Context: an optimization exercise on an open-source flow, tuned for small area. The choices shown serve that exercise and are no tape-out recipe. In this exercise RTL edits were held to simulation tests only and were not proved equivalent to the original. Power and IR drop assume default switching activity.

nickel:
==> module stats_top, before the edit <==
module stats_top (
    input  logic                 clk,
    input  logic                 rst_pkt,
    input  logic                 rst,
    input  logic [2:0]           in_mark_i,            
    input  logic [2:0]           out_mark_i,           
    input  logic                 out_ready_i,
    input  logic                 rb_update_valid_i,
    input  logic                 disable_pcie_i,
    output logic                 pcie_rb_update_valid_o,
    input  logic [27:0]          pdumeta_cpu_data_i,   
    input  logic                 pdumeta_cpu_valid_i,
    input  logic                 pdumeta_cpu_ready_i,
    input  logic [63:0]          fill_level_i,         
    input  logic [63:0]          status_req_i,         
    output logic [32:0]          status_resp_o,        
    output logic [32-1:0]   ctrl_o
);
    localparam int W  = 32;
    localparam int FW = 16;
    localparam int NC = 4;
    assign pcie_rb_update_valid_o = rb_update_valid_i & ~disable_pcie_i;
    logic         req_rd, req_wr, hit;
    logic [7:0]   ofs;
    logic [W-1:0] wd;
    assign req_rd = status_req_i[63];
    assign req_wr = status_req_i[62];
    assign hit    = (status_req_i[61:58] == 4'(0));
    assign ofs    = status_req_i[39:32];
    assign wd     = status_req_i[31:0];
    logic [4:0] ev;
    assign ev[0] = in_mark_i[2] & in_mark_i[0];
    assign ev[1] = out_mark_i[2] & out_mark_i[0] & out_ready_i;
    assign ev[2] = rb_update_valid_i;
    assign ev[3] = pdumeta_cpu_valid_i & pdumeta_cpu_ready_i & (pdumeta_cpu_data_i[27:24] == 4'd0);
    assign ev[4] = pdumeta_cpu_valid_i & pdumeta_cpu_ready_i & (pdumeta_cpu_data_i[27:24] == 4'd1);
    logic         rd1, wr1, is5_1;
    logic [4:0]   ld1;
    logic [W-1:0] wdata1;
    logic [4:0]   ev1;
    logic         rp1;
    always_ff @(posedge clk) begin
        rd1    <= ~rst & req_rd & hit;
        wr1    <= ~rst & req_wr & hit;
        is5_1  <= (ofs == 8'd5);
        for (int i = 0; i < 5; i++) begin
            ld1[i] <= (ofs == 8'(i));
        end
        wdata1 <= wd;
        ev1    <= ev;
        rp1    <= rst_pkt;
    end
    logic [W-1:0] ctrl_q;
    logic         ctrl_zero_q;
    logic [W-1:0] ctrl_q_nxt;
    logic         ctrl_zero_nxt;
    logic [4:0]   ld2;
    assign ctrl_q_nxt    = wr1 ? wdata1 : ctrl_q;
    assign ctrl_zero_nxt = rst | (wr1 ? ~is5_1 : ctrl_zero_q);
    always_ff @(posedge clk) begin
        ctrl_q      <= ctrl_q_nxt;
        ctrl_zero_q <= ctrl_zero_nxt;
        ld2         <= wr1 ? ld1 : 5'd0;
    end
    assign ctrl_o = ctrl_zero_q ? '0 : ctrl_q;
    logic [W-1:0] cnt [5];
    logic [W-1:0] load_word;
    assign load_word = rp1 ? '0 : ctrl_q;
    localparam int SEG = 11;
    logic [W:0]   cy  [5];
    logic [W-1:0] inc [5];
    always_comb begin
        for (int i = 0; i < 5; i++) begin
            cy[i][0] = ev1[i];
            for (int b = 0; b < W; b++) begin
                inc[i][b] = cnt[i][b] ^ cy[i][b];
                if ((b + 1) % SEG == 0) begin
                    cy[i][b+1] = cy[i][b+1-SEG] & (&cnt[i][b -: SEG]);
                end else begin
                    cy[i][b+1] = cnt[i][b] & cy[i][b];
                end
            end
        end
    end
    always_ff @(posedge clk) begin
        for (int i = 0; i < 5; i++) begin
            cnt[i] <= (rp1 | ld2[i]) ? load_word : inc[i];
        end
    end
    logic [FW-1:0] peak [NC];
    logic [FW-1:0] peak_d [NC];
    logic          peak_vld, peak_vld_d;
    logic [FW:0] gt [NC];
    always_comb begin
        for (int c = 0; c < NC; c++) begin
            gt[c][0] = 1'b0;
            for (int b = 0; b < FW; b++) begin
                gt[c][b+1] = (fill_level_i[c*FW+b] & ~peak[c][b])
                           | (gt[c][b] & (fill_level_i[c*FW+b] | ~peak[c][b]));
            end
        end
    end
    always_ff @(posedge clk) begin
        peak_vld   <= ~rst_pkt;
        peak_vld_d <= peak_vld;
        for (int c = 0; c < NC; c++) begin
            if (~peak_vld || gt[c][FW]) begin
                peak[c] <= fill_level_i[c*FW +: FW];
            end
            peak_d[c] <= peak[c];
        end
    end
    logic [W-1:0] rd_word;
    logic [4:0]    sel_cnt;
    logic [NC-1:0] sel_peak;
    logic          sel_ctrl, sel_bad;
    always_comb begin
        for (int i = 0; i < 5; i++) sel_cnt[i] = (ofs == 8'(i));
        for (int c = 0; c < NC; c++) sel_peak[c] = peak_vld_d & (ofs == 8'(6 + c));
        sel_ctrl = ~ctrl_zero_nxt & (ofs == 8'd5);
        sel_bad  = (ofs > 8'd9);
        rd_word = sel_bad ? 32'hDEADBEEF : '0;
        if (sel_ctrl) rd_word = rd_word | ctrl_q_nxt;
        for (int i = 0; i < 5; i++) begin
            if (sel_cnt[i]) rd_word = rd_word | cnt[i];
        end
        for (int c = 0; c < NC; c++) begin
            if (sel_peak[c]) rd_word = rd_word | {{(W-FW){1'b0}}, peak_d[c]};
        end
    end
    logic [W-1:0] rword1;
    logic [W-1:0] resp_data_q;
    logic         resp_valid_q;
    always_ff @(posedge clk) begin
        rword1       <= rd_word;
        resp_data_q  <= rword1;
        resp_valid_q <= ~rst & rd1;
    end
    assign status_resp_o = {resp_valid_q, resp_data_q};
endmodule
Settings: LEC_CHECK=0, CAP_MARGIN=20, CORE_MARGIN=2, CORE_UTILIZATION=40, SLEW_MARGIN=20; clock period 5.0 ns.
run.sh (not shown) runs the stock make flow with config.mk's settings and CLKGATE_MAP_FILE= SYNTH_SCRIPT=/design/flow/synth_recipe.tcl, a recipe that flattens the netlist after the stock synthesis.
[inputs] maple vs nickel
-- flow/design.v --
<<< nickel, line 127
    logic [W-1:0] load_word;
    assign load_word = rp1 ? '0 : ctrl_q;
    localparam int SEG = 11;
    logic [W:0]   cy  [5];
    logic [W-1:0] inc [5];
>>> maple, line 127
    logic [W-1:0] load_word;
    assign load_word = rp1 ? '0 : ctrl_q;
    logic [W:0]   cy  [5];
    logic [W-1:0] inc [5];
<<< nickel, line 134
            cy[i][0] = ev1[i];
            for (int b = 0; b < W; b++) begin
                inc[i][b] = cnt[i][b] ^ cy[i][b];
                if ((b + 1) % SEG == 0) begin
                    cy[i][b+1] = cy[i][b+1-SEG] & (&cnt[i][b -: SEG]);
                end else begin
                    cy[i][b+1] = cnt[i][b] & cy[i][b];
                end
            end
        end
>>> maple, line 133
            cy[i][0] = ev1[i];
            for (int b = 0; b < W; b++) begin
                inc[i][b]  = cnt[i][b] ^ cy[i][b];
                cy[i][b+1] = cnt[i][b] & cy[i][b];
            end
        end
<<< nickel, line 172
    end
    logic [W-1:0] rd_word;
    logic [4:0]    sel_cnt;
    logic [NC-1:0] sel_peak;
    logic          sel_ctrl, sel_bad;
    always_comb begin
        for (int i = 0; i < 5; i++) sel_cnt[i] = (ofs == 8'(i));
        for (int c = 0; c < NC; c++) sel_peak[c] = peak_vld_d & (ofs == 8'(6 + c));
        sel_ctrl = ~ctrl_zero_nxt & (ofs == 8'd5);
        sel_bad  = (ofs > 8'd9);
        rd_word = sel_bad ? 32'hDEADBEEF : '0;
        if (sel_ctrl) rd_word = rd_word | ctrl_q_nxt;
        for (int i = 0; i < 5; i++) begin
            if (sel_cnt[i]) rd_word = rd_word | cnt[i];
        end
        for (int c = 0; c < NC; c++) begin
            if (sel_peak[c]) rd_word = rd_word | {{(W-FW){1'b0}}, peak_d[c]};
        end
    end
    logic [W-1:0] rword1;
>>> maple, line 167
    end
    logic [W-1:0] rd_word;
    always_comb begin
        case (ofs)
            8'd0:    rd_word = cnt[0];
            8'd1:    rd_word = cnt[1];
            8'd2:    rd_word = cnt[2];
            8'd3:    rd_word = cnt[3];
            8'd4:    rd_word = cnt[4];
            8'd5:    rd_word = ctrl_zero_nxt ? '0 : ctrl_q_nxt;
            8'd6:    rd_word = peak_vld_d ? {{(W-FW){1'b0}}, peak_d[0]} : '0;
            8'd7:    rd_word = peak_vld_d ? {{(W-FW){1'b0}}, peak_d[1]} : '0;
            8'd8:    rd_word = peak_vld_d ? {{(W-FW){1'b0}}, peak_d[2]} : '0;
            8'd9:    rd_word = peak_vld_d ? {{(W-FW){1'b0}}, peak_d[3]} : '0;
            default: rd_word = 32'hDEADBEEF;
        endcase
    end
    logic [W-1:0] rword1;
--- outcome ---
Taking nickel as the reference, in maple arrival time reported for the critical path endpoint higher; cell area higher; standard cell core area lower; final weighted congestion in routability-driven placement lower; relative area of clock buffers and inverters in the final design lower.
Against nickel, maple comes in 9 higher on non-clock buffer instance count of the final layout.
Against nickel, leakage power figure in maple came out better.
nickel has a lower share of post-route cells with drive strength above 1 than maple.
From maple to nickel, maximum count of clock buffers along a single path did not move at all.
maple had finished all stages when the layout checks came back failing, citing setup timing.

what the ideal ports hide:
Ports are ideal in the flow. The routed layouts listed here were re-timed in OpenROAD. Step 1: set_driving_cell puts a clkbuf_16 on clk and a buf_2 on each other input, an assumption about the parent block. Step 2 also shifts input and output timing later by t, the mid clock arrival at the registers, as if the neighbouring blocks saw the same clock. Three values: ideal, step 1, step 2; two values: the first two.
| run | t, ns | slack for setup (ns) | worst setup path at the end | pins driven straight from the clock port |
|---|---|---|---|---|
| nickel | 0.634 | 1.651 / 1.589 / 1.128 | input to register | 1 |
| maple | 0.641 | -0.703 / -0.703 / -0.703 | register to register | 1 |
The setup slack of nickel, which loses most, moves by -0.062 ns with the drivers and by -0.523 ns with both steps.
